What follows belongs to an exercise in optimizing a design on an open flow for small area and a short achievable clock period; a production flow would make more cautious choices. The RTL was checked by simulation tests, not by an equivalence proof against the original design. Power is estimated from default activity; no workload was simulated.

## flow/design.v (module list and top-level ports; edited modules follow where they fit)
// module fused_mult_top: 2040 lines
// module fm_reg: 9 lines
// module fm_fa: 10 lines
// module fm_ha: 9 lines
// module fm_hai: 9 lines
module fused_mult_top (
	input  logic                     clk,
	input  logic                     reset,
	input  fused_mult_pkg::operand_t a,
	input  fused_mult_pkg::operand_t b,
	input  logic                     a_sign,
	input  logic                     b_sign,
	input  fused_mult_pkg::mode_t    mode,
	output fused_mult_pkg::result_t  result
);
  // ...
==> flow/flow/run.sh <==
#!/bin/bash
# The standard layout (the standard.sh, unchanged synthesis and steps),
# with plain buf_2 cells as the port buffers instead of the resizer's
# default pick (a clock delay buffer).
export BUFFER_PORTS_ARGS="-buffer_cell sky130_fd_sc_hd__buf_2"
bash standard.sh > standard.log 2>&1
==> flow/standard.sh <==
#!/bin/bash
# synth_recipe.tcl (not shown) runs the flow's synth.tcl, then flattens the netlist and writes it again
# the make line also repeats each setting of config.mk as NAME=value (left out here)
make -C /OpenROAD-flow-scripts/flow DESIGN_CONFIG=/design/flow/config.mk WORK_HOME=/design/flow/orfs CLKGATE_MAP_FILE= SYNTH_SCRIPT=/design/flow/synth_recipe.tcl "${@:-finish}"
==> flow/config.mk <==
export PLATFORM = sky130hd
export DESIGN_NAME = fused_mult_top
export DESIGN_NICKNAME = fused_mult_top
export VERILOG_FILES = /design/flow/design.v
export SDC_FILE = /design/flow/constraint.sdc
export NUM_CORES = 4
export LEC_CHECK = 0
export CAP_MARGIN = 20
export CORE_MARGIN = 2
export CORE_UTILIZATION = 40
export CTS_BUF_LIST = sky130_fd_sc_hd__clkbuf_4 sky130_fd_sc_hd__clkbuf_8
export PLACE_DENSITY = 0.6
export SETUP_SLACK_MARGIN = 5
export SLEW_MARGIN = 20
export SYNTH_HIERARCHICAL = 1
export SYNTH_MINIMUM_KEEP_SIZE = 0
==> flow/constraint.sdc <==
create_clock -name core_clock -period 11.0 [get_ports {clk}]
set_input_delay 2.2000 -clock core_clock [delete_from_list [all_inputs] [get_ports {clk}]]
set_output_delay 2.2000 -clock core_clock [all_outputs]
set_load 0.01 [all_outputs]
==> metrics.md, run 1 <==
| Metric | Value |
|---|---|
| Vias in the first global route | `~23,000` |
| CTS resizes | `105` |
| Share of cells above drive strength 1 | `0.201` |
| Die X | `approximately 270 um` |
| CP Class | `reg2out` |
| Status | `no timing/DRC/antenna violations` |
| Total I/O pin count | `159` |
| RSZ-0062 raised after global routing | `true` |
| Flop pwr share | `0.150` |
| Synth Area in XOR/XNOR | `0.0749` |
| Fraction of area in multi-input gates | `0.680` |
| Fmax | `roughly 0.16 GHz` |
| Inverters | `about 100` |
| Power in the clock group | `~0.0013 W` |
| Number of setup buffers added after CTS | `13` |
| Initial antenna violation count | `5` |
| Worst rel slew slack | `0.181` |
| Non-CTS buffers | `~200` |
| Cell area power density | `353 mW/mm^2` |
| Final wirelength | `106,000 um` |
| Tcrit/Tclk final | `0.573` |
| GR peak layer | `met2` |
| Psw | `0.00588 W` |
| Vias per inst | `around 5.9` |
| Worst slack at placement | `4.56 ns` |
| Clock share of power | `0.108` |
| Portion of netlist area occupied by mux cells | `0.0420` |
==> run 2, diff against run 1 <==
==> flow/run.sh (new file) <==
#!/bin/bash
# synth_recipe.tcl (not shown) runs the flow's synth.tcl, then flattens the netlist and writes it again
# the make line also repeats each setting of config.mk as NAME=value (left out here)
make -C /OpenROAD-flow-scripts/flow DESIGN_CONFIG=/design/flow/config.mk WORK_HOME=/design/flow/orfs CLKGATE_MAP_FILE= SYNTH_SCRIPT=/design/flow/synth_recipe.tcl finish
--- a/flow/config.mk
+++ b/flow/config.mk
@@ -10,3 +10,2 @@
 export CORE_UTILIZATION = 40
-export CTS_BUF_LIST = sky130_fd_sc_hd__clkbuf_4 sky130_fd_sc_hd__clkbuf_8
 export PLACE_DENSITY = 0.6
removed: flow/flow/run.sh
removed: flow/standard.sh
==> run 2 against run 1 <==
Effect of this change: register-to-register slack got worse by 0.05 ns; critical endpoint is now result[42]; via count rose by 0.68%; still clean; die area did not move.
==> metrics.md, run 2 <==
| Metric | Value |
|---|---|
| Status | `no timing/DRC/antenna violations` |
| DRT Pass-1 Iters | `13` |
| Via count | `about 22,000` |
| DR DRC count | `0` |
| Initial Utilization | `0.406` |
| Switching Share | `0.505` |
| Synth cell count leaders | `fa_1 (527), dfxtp_1 (312), and3_1 (243), xnor2_1 (234), nand2_1 (148)` |
| Worst IR drop on VDD | `approximately 330 uV` |
| CP Class | `reg2out` |
| Cell area power density | `360 mW/mm^2 (+2.0%)` |
| Grt met2 use | `0.432` |
| Most common cell after layout, fill and taps aside | `fa_1` |
| Post-route setup TNS | `0 ns` |
| #FFs+latches synth | `~310` |
| Max Buffers Root-to-Sink | `3` |
| Clock Skew | `around 0.030 ns` |
| Portion of netlist area occupied by mux cells | `0.0420 (unchanged)` |
| GR peak layer | `met2` |
| Tcrit/Tclk final | `0.568 (-0.00494)` |
| Area Overhead vs Synth | `15.8%` |
| Synthesized area | `just under 0.03 sq mm` |
| Final wirelength | `103,000 um (-2.1%)` |
| Synth area leaders | `fa_1 (36%), dfxtp_1 (21%), xnor2_1 (7.0%)` |
| CTS Buf Count | `38` |
| Area leader, netlist | `fa_1` |
| Fmax | `0.160 GHz (+0.87%)` |
| Total track usage | `0.273` |
| Min Hold Slack | `0.423 ns` |
| Reg with most FFs | `row_q` |
| Sequential area share after synthesis | `0.215` |
| Arr. time, crit path | `around 4.1 ns` |
| Largest regs | `row_q: 134 flops, aq: 54 flops, bq: 54 flops` |
| Final min period | `6.25 ns` |
| Area fraction of the dominant cell type after synthesis | `0.362` |
| Vias per inst | `5.98 (+1.1%)` |
| WL/cell | `27.9 um` |
| Final hold viol count | `0` |
| Clock latency (worst-skew pair) | `around 0.6 ns` |
| Met1 usage | `0.362` |
| Synth Area in Simple Gates | `0.151` |
| Psw | `0.00613 W (+4.2%)` |
| Worst Path Max Fanout | `5` |
| Slew @ Worst Pin | `about 0.97 ns` |
| Die area | `approximately 0.075 sq mm` |
| FFs w/ async S/R, synth | `0` |
| Synth Area in XOR/XNOR | `0.0749 (unchanged)` |
| Worst rel slew slack | `0.356 (+0.174)` |
| Final ANT Viol Nets | `0` |
| Core area | `0.0717 sq mm` |
| Post-DP HPWL | `approximately 80,000 um` |
| Post-Synth Adder-Cell Area | `0.403` |
| GRT Residual Overflow | `0` |
| Clk root buf | `clkbuf_16` |
| Top-count cell post-synth | `fa_1` |
| Final Max Slew Viols | `0` |
| CTS tree | `built` |
| Final core utilization | `0.470` |
| Filler cell count | `around 6,600` |
| I/O Buffers | `between 150 and 200` |
| Average cell area after synthesis | `between 10 and 15 sq um` |
| Post-synthesis compound-gate area fraction | `0.0771` |
| Max FFs per register | `134` |
| Post-synth top flop | `dfxtp_1` |
| Mapped Nets | `roughly 3,400` |
| RSZ-0062 raised after global routing | `true` |
| Largest net degree at the start of global routing | `between 70 and 80` |
| Gate Count Post-Synth | `2,644` |
| Inserted Diodes | `0` |
| Post-synth cell types | `about 70` |
| Die X | `274 um (unchanged)` |
| Clock slew seen by the registers of the worst setup and hold paths | `~0.07 ns` |
| Clock share of power | `0.110 (+0.002)` |
| LEAKAGE | `15.2 nW` |
| Warnings, synthesis | `14` |
| Routability cong. | `1.00` |
| H-Tree Depth | `2` |
| First-pass GRT wire length | `151,000 um` |
| Share of cells above drive strength 1 | `0.146 (-0.0559)` |
| Clk sinks | `312` |
| Number of flops mapped to enable cells by yosys | `0` |
| Most frequent cells in the layout | `fa_1 (519), and3_1 (243), xnor2_1 (226)` |
| Setup violators final | `0` |
| Total I/O pin count | `159 (unchanged)` |
| Hold WC Path Type | `reg2reg` |
| 1st-iter DRT viols | `roughly 2,700` |
| Rows | `between 90 and 100` |
| CP required | `just under 9 ns` |
| Vias in the first global route | `23,200 (+1.1%)` |
| Die height | `approximately 270 um` |
| Comb power frac | `0.748` |
| MaxCap Viol Count | `0` |
| Initial antenna violation count | `3 (-2)` |
| Grt met3 use | `0.0473` |
| CP startpoint kind | `register` |
| Largest family of logic cells by synthesized area | `adder cells` |
| Nets@finish | `around 3,500` |
| Crit. End Element | `primary output` |
| Int Pwr | `~0.0060 W` |
| Flop pwr share | `0.142 (-0.008)` |
-- run 2: cell count changes in the layout (fill, tap and decap cells not counted), sizes merged, moves of 2 or more --
| cell | delta |
|---|---|
| clkdlybuf4s50 | +126 |
| buf | -125 |
| clkbuf | -29 |
| dlygate4sd2 | +5 |
| clkinv | +3 |
| dlymetal6s2s | +3 |
| inv | +3 |
| bufinv | -2 |
| clkdlybuf4s15 | +2 |
-- run 2: per-module statistics from Yosys, one instance, submodules excluded, excerpt --
module	area, sq um	flops+latches	cells inside	copies in the design
fm_ha	12.5	0	1	52
fused_mult_top	17500	244	2042	1
fm_fa	20.0	0	1	482
-- run 2: final cells by class --
class,count,area (sq um),share of cell area
clock buffer,45,1040,0.0308
clock inverter,25,294,0.00872
multi-input combinational,2059,22300,0.663
sequential,312,6440,0.191
tap,950,1190,0.0353
inverter,102,383,0.0114
timing repair buffer,213,2010,0.0597
-- run 2: metrics by stage --
| stage | power, W | setup slack, ns | area (sq um) | cells |
|---|---|---|---|---|
| CTS | 0.0116 | 4.66 | 33200 | 3686 |
| global placement | 0.00970 | 4.36 | 31300 | 3597 |
| finish | 0.0121 | 4.75 | 33700 | 3706 |
| global route | 0.0129 | 4.66 | 33700 | 3706 |
| detailed placement | 0.00981 | 4.34 | 31300 | 3597 |
| floorplan | 0.00653 | 5.28 | 29100 | 2644 |
-- run 2: worst paths after layout --
kind	startpoint	to	slack [ns]	depth (start not counted)
worst max-delay path	row_q[2][2]	result[42]	4.75	13
worst min-delay path	u_ctl0.q[35]	row_q[0][44]	0.42	0
worst max register to register	aq[21]	row_q[2][7]	5.01	13
worst min register to register	u_ctl0.q[35]	row_q[0][44]	0.42	0
-- run 2: routing by layer --
metal / part of all wire / vias up / wire length, um
met5: 0 / - / 0
met4: 0.055 / 0 / 5630
met3: 0.094 / 295 / 9680
met2: 0.45 / 1362 / 46700
met1: 0.40 / 11300 / 41300
li1: - / 9202 / -
-- run 2: power groups by stage --
stage               Clock [W]  Sequential (W)  Combinational [W]
detailed placement          0         0.00174            0.00807
global placement            0         0.00173            0.00797
global route          0.00140         0.00174            0.00971
finish                0.00134         0.00172            0.00907
CTS                   0.00136         0.00172            0.00851
floorplan                   0         0.00158            0.00495
-- run 2: kinds of logic (layout without fill, tap and decap cells) --
family,Yosys count,count (layout)
simple gates,824,824
fa+ha+maj,622,622
flops,312,312
compound gates,286,286
buf+inv,273,385
xor+xnor,249,249
mux,78,78
-- run 2: repair_timing --
item / in CTS / in global routing
resized for setup: 223 / 123
hold buffers: 0 / 0
pin swaps: 52 / 29
buffers inserted: 19 / 18
endpoints found under the setup margin: 54 / 49
-- run 2: worst max-delay path: stages (launching register included) --
cell	delay, ns
dfxtp_2	0.32
fa_2	0.61
ha_4	0.23
a211oi_4	0.24
nor2_2	0.06
o31a_1	0.31
a21o_1	0.24
a221o_2	0.45
a31oi_4	0.26
buf_6	0.15
or4_4	0.11
a22oi_2	0.06
mux2_4	0.32
buf_6	0.12

==> afterwards: timing with drivers on the ports <==
The flow's constraints put no driver on any port. The routed layouts listed below were extracted and timed again, unchanged, in two steps. Step 1, drivers: a clkbuf_16 drives clk and a buf_2 each remaining input, both assumed. Step 2 also shifts input and output timing later by t, the mid clock arrival at the registers, as if the neighbouring blocks saw the same clock. a / b / c = ideal ports / drivers / drivers and shift; a / b = the first two.
| run | t, ns | slack for setup (ns) | worst setup path after step 2 | latest minus earliest clock arrival (ns) | cell pins on the clock port's net |
|---|---|---|---|---|---|
| run 1 | 0.736 | 4.696 / 4.633 / 5.061 | register to register | 0.067 / 0.068 | 1 |
| run 2 | 0.639 | 4.750 / 4.686 / 5.010 | register to register | 0.030 / 0.030 | 1 |
After both steps every run listed still meets setup and hold.
